Source: an optimization exercise on an open RTL-to-GDS flow (aim: small area, a short achievable clock period and few clock cycles). Production flows keep margins and buffers that such runs may drop. Only simulation tests tie the RTL to the original design; equivalence was not proved. Power and IR drop assume default switching activity.

Setup of 08-01:
==> module sw_align_top, before the edit <==
module sw_align_top #(
    parameter int   NUM_CELLS = sw_seq_pkg::NUM_CELLS_DEF,
    parameter int   SCORE_W   = sw_seq_pkg::SCORE_W_DEF,
    localparam int  CNT_W     = $clog2(NUM_CELLS + 1),   
    localparam int  IDX_W     = (NUM_CELLS > 1) ? $clog2(NUM_CELLS) : 1,
    localparam int  H_W       = SCORE_W - 1
) (
    input  logic                      clk,
    input  logic                      rst,
    input  logic                      start,
    input  logic        [CNT_W-1:0]   query_len,
    input  logic                      query_wr,
    input  logic        [1:0]         query_base,
    input  logic                      target_valid,
    input  logic        [1:0]         target_base,
    input  logic                      target_last,
    input  logic signed [SCORE_W-1:0] match_score,
    input  logic signed [SCORE_W-1:0] mismatch_score,
    input  logic signed [SCORE_W-1:0] gap_open,
    output logic                      busy,
    output logic                      done,
    output logic signed [SCORE_W-1:0] best_score,
    output logic        [IDX_W-1:0]   best_query_idx
);
    logic run, clr, drain_load, drain_dec, drain_zero;
    logic [CNT_W-1:0] len_q;
    sw_seq_pkg::base_t [NUM_CELLS-1:0] bases;
    logic [NUM_CELLS-1:0] head;
    logic signed [SCORE_W-1:0] match_q, mismatch_q, gap_q;
    always_ff @(posedge clk) begin
        match_q    <= match_score;
        mismatch_q <= mismatch_score;
        gap_q      <= gap_open;
    end
    sw_array_fsm #(.CNT_W(CNT_W)) fsm_i (
        .clk, .rst, .start, .target_valid, .target_last, .drain_zero,
        .drain_load, .drain_dec, .run, .clr, .busy, .done
    );
    sw_step_counter #(.CNT_W(CNT_W)) cnt_i (
        .clk, .load(drain_load), .value(len_q - CNT_W'(1)), .dec(drain_dec), .zero(drain_zero)
    );
    sw_query_bank #(.NUM_CELLS(NUM_CELLS)) bank_i (
        .clk, .start(clr && start), .len(query_len), .wr(run && query_wr),
        .base(sw_seq_pkg::base_t'(query_base)), .len_q, .bases, .head
    );
    logic                      valid_c  [NUM_CELLS+1];
    sw_seq_pkg::base_t         target_c [NUM_CELLS+1];
    logic        [H_W-1:0]     h_c      [NUM_CELLS+1];
    assign valid_c[0]  = 1'b0;
    assign target_c[0] = sw_seq_pkg::BASE_A;
    assign h_c[0]      = '0;
    for (genvar k = 0; k < NUM_CELLS; k++) begin : g_cell
        sw_cell #(.SCORE_W(SCORE_W)) cell_i (
            .clk, .rst, .clr, .head(head[k]), .query(bases[k]),
            .match_score(match_q), .mismatch_score(mismatch_q), .gap_open(gap_q),
            .col_valid(run && target_valid), .col_base(sw_seq_pkg::base_t'(target_base)),
            .valid_in(valid_c[k]), .target_in(target_c[k]), .h_in(h_c[k]),
            .valid_out(valid_c[k+1]), .target_out(target_c[k+1]), .h_out(h_c[k+1])
        );
    end
    function automatic logic ge_u(input logic [H_W-1:0] a, input logic [H_W-1:0] b);
        logic r;
        r = 1'b1;
        for (int i = 0; i < H_W; i++) begin
            r = (a[i] & ~b[i]) | (~(a[i] ^ b[i]) & r);
        end
        ge_u = r;
    endfunction
    localparam int B_W = H_W + IDX_W;
    function automatic logic [B_W-1:0] join2(input logic [B_W-1:0] upper,
                                             input logic [B_W-1:0] lower);
        join2 = ge_u(upper[B_W-1:IDX_W], lower[B_W-1:IDX_W]) ? upper : lower;
    endfunction
    logic [B_W-1:0] row_c [NUM_CELLS];
    for (genvar k = 0; k < NUM_CELLS; k++) begin : g_row
        assign row_c[k] = {h_c[k+1], IDX_W'(k)};
    end
    localparam int NUM_STAGES = (NUM_CELLS - 3) / 3 + 1;
    localparam logic [B_W-1:0] NONE = '0;
    logic [H_W-1:0]   stage_score [NUM_STAGES];
    logic [IDX_W-1:0] stage_from  [NUM_STAGES];
    for (genvar st = 0; st < NUM_STAGES; st++) begin : g_stage
        localparam int LAST = NUM_CELLS - 3 - 3 * (NUM_STAGES - 1 - st);
        logic [B_W-1:0] prev, first, next;
        assign prev  = (st == 0) ? NONE : {stage_score[(st == 0) ? 0 : st - 1],
                                           stage_from[(st == 0) ? 0 : st - 1]};
        assign first = (LAST >= 2) ? row_c[(LAST >= 2) ? LAST - 2 : 0] : NONE;
        assign next  = join2(join2(prev, first), join2(row_c[LAST - 1], row_c[LAST]));
        always_ff @(posedge clk) begin
            if (clr) begin
                stage_score[st] <= '0;
            end else begin
                stage_score[st] <= next[B_W-1:IDX_W];
            end
        end
        always_ff @(posedge clk) begin
            stage_from[st] <= next[IDX_W-1:0];   
        end
    end
    logic [B_W-1:0] wave_out;
    assign wave_out = join2({stage_score[NUM_STAGES-1], stage_from[NUM_STAGES-1]}, row_c[NUM_CELLS-2]);
    logic [H_W-1:0]   acc_max, wave_max, last_h, keep;
    logic [IDX_W-1:0] acc_row, wave_row, last_row, keep_row;
    logic [IDX_W-1:0] acc_cell, wave_cell, keep_cell;   
    logic             acc_ge_wave, acc_ge_last, wave_ge_last, acc_ge_now;
    assign wave_max  = wave_out[B_W-1:IDX_W];
    assign wave_cell = wave_out[IDX_W-1:0];
    assign wave_row  = IDX_W'(wave_cell + IDX_W'(len_q));
    assign last_h    = h_c[NUM_CELLS];
    assign last_row  = IDX_W'(len_q - CNT_W'(1));
    assign acc_ge_wave  = ge_u(acc_max, wave_max) &&
                          ((acc_max != wave_max) || (acc_cell <= wave_cell));
    assign acc_ge_last  = ge_u(acc_max, last_h);
    assign wave_ge_last = ge_u(wave_max, last_h);
    always_comb begin
        if (acc_ge_wave && acc_ge_last) begin
            keep      = acc_max;
            keep_row  = acc_row;
            keep_cell = acc_cell;
        end else if (!acc_ge_wave && wave_ge_last) begin
            keep      = wave_max;
            keep_row  = wave_row;
            keep_cell = wave_cell;
        end else begin
            keep      = last_h;
            keep_row  = last_row;
            keep_cell = IDX_W'(NUM_CELLS - 1);
        end
    end
    always_ff @(posedge clk) begin
        if (clr) begin
            acc_max  <= '0;
            acc_row  <= '0;
            acc_cell <= '0;
        end else begin
            acc_max  <= keep;
            acc_row  <= keep_row;
            acc_cell <= keep_cell;
        end
    end
    assign acc_ge_now     = ge_u(acc_max, last_h);
    assign best_score     = SCORE_W'(acc_ge_now ? acc_max : last_h);
    assign best_query_idx = acc_ge_now ? acc_row : last_row;
endmodule
Settings: LEC_CHECK=0, CAP_MARGIN=20, CORE_MARGIN=2, CORE_UTILIZATION=40, CTS_BUF_LIST=sky130_fd_sc_hd__clkbuf_16, CTS_CLUSTER_DIAMETER=80, CTS_CLUSTER_SIZE=20, SETUP_SLACK_MARGIN=5, SLEW_MARGIN=20; clock period 10.0 ns.
run.sh (not shown) runs the stock make flow with config.mk's settings and CLKGATE_MAP_FILE= SYNTH_SCRIPT=/design/flow/synth_recipe.tcl, a recipe that flattens the netlist after the stock synthesis.
The final layout from 08-01, which completed every stage, passed the timing, design-rule and antenna checks at the end of the flow.
Testbench counts of 08-01, summed over its fixed seeds: cycles 23,229.
For 04-15, these inputs were changed with respect to 08-01:
--- a/flow/design.v
+++ b/flow/design.v
@@ -294,47 +294,42 @@
         end
     end
     logic [B_W-1:0] wave_out;
     assign wave_out = join2({stage_score[NUM_STAGES-1], stage_from[NUM_STAGES-1]}, row_c[NUM_CELLS-2]);
     logic [H_W-1:0]   acc_max, wave_max, last_h, keep;
     logic [IDX_W-1:0] acc_row, wave_row, last_row, keep_row;
-    logic [IDX_W-1:0] acc_cell, wave_cell, keep_cell;   
+    logic [IDX_W-1:0] wave_cell;
     logic             acc_ge_wave, acc_ge_last, wave_ge_last, acc_ge_now;
     assign wave_max  = wave_out[B_W-1:IDX_W];
     assign wave_cell = wave_out[IDX_W-1:0];
     assign wave_row  = IDX_W'(wave_cell + IDX_W'(len_q));
     assign last_h    = h_c[NUM_CELLS];
     assign last_row  = IDX_W'(len_q - CNT_W'(1));
     assign acc_ge_wave  = ge_u(acc_max, wave_max) &&
-                          ((acc_max != wave_max) || (acc_cell <= wave_cell));
+                          ((acc_max != wave_max) || (acc_row <= wave_row));
     assign acc_ge_last  = ge_u(acc_max, last_h);
     assign wave_ge_last = ge_u(wave_max, last_h);
     always_comb begin
         if (acc_ge_wave && acc_ge_last) begin
             keep      = acc_max;
             keep_row  = acc_row;
-            keep_cell = acc_cell;
         end else if (!acc_ge_wave && wave_ge_last) begin
             keep      = wave_max;
             keep_row  = wave_row;
-            keep_cell = wave_cell;
         end else begin
             keep      = last_h;
             keep_row  = last_row;
-            keep_cell = IDX_W'(NUM_CELLS - 1);
         end
     end
     always_ff @(posedge clk) begin
         if (clr) begin
-            acc_max  <= '0;
-            acc_row  <= '0;
-            acc_cell <= '0;
+            acc_max <= '0;
+            acc_row <= '0;
         end else begin
-            acc_max  <= keep;
-            acc_row  <= keep_row;
-            acc_cell <= keep_cell;
+            acc_max <= keep;
+            acc_row <= keep_row;
         end
     end
     assign acc_ge_now     = ge_u(acc_max, last_h);
     assign best_score     = SCORE_W'(acc_ge_now ? acc_max : last_h);
     assign best_query_idx = acc_ge_now ? acc_row : last_row;
 endmodule
Notes after the runs:
- Between 04-15 and 08-01, the global-route wire length before repair is lower for 04-15.
- The run showing the smaller highest clock rate is 08-01.
- Diff 08-01 -> 04-15: highest fanout seen on the critical path went up by 20, clock network latency to the later pin of the worst-skew pair shows no meaningful change.
- When 04-15 is set beside 08-01, its violation count after the first detailed-route iteration turns out to be 411 smaller.
- Going from 08-01 to 04-15, switching fraction of total power higher; clock power now smaller.
- Compared to 08-01, 04-15 has area growth from synthesis to layout 0.43 points lower.
- Of the two values seen for slowest library cell on the worst path, a311o_2 was produced by 08-01 and mux2_2 by 04-15.
- Against 08-01, 04-15 comes in about 11% lower on count of non-CTS buffers in the layout.
- Number of search-and-repair iterations in the first detailed-routing pass was lower in the run labelled 04-15.
- Re fraction of the cycle the final worst path needs: 04-15 and 08-01 aren't equal, and the lower value belongs to 04-15.
- Routed wire in 04-15 totals less than in 08-01.
Testbench counts of 04-15, summed over its fixed seeds: cycles 23,229.

## port drivers added, routing unchanged
How much do the figures lean on ideal ports? The routed layouts below were timed once more, with nothing changed but the port constraints. Step 1 sets driving cells, clkbuf_16 on the clock port and buf_2 on the other inputs (assumed; they add their load-dependent delay and slew). Step 2 also shifts input and output timing later by t, the mid clock arrival at the registers, as if the neighbouring blocks saw the same clock. a / b / c = ideal / step 1 / step 2; a / b = the first two.
run	t (ns)	setup slack, ns	hold slack, ns	worst setup path after step 2
08-01	0.688	5.060 / 4.988 / 5.086	0.401 / 0.401 / 0.401	register to register
04-15	0.669	5.116 / 5.048 / 5.139	0.408 / 0.408 / 0.408	register to register
After both steps setup and hold are still met in every run listed.
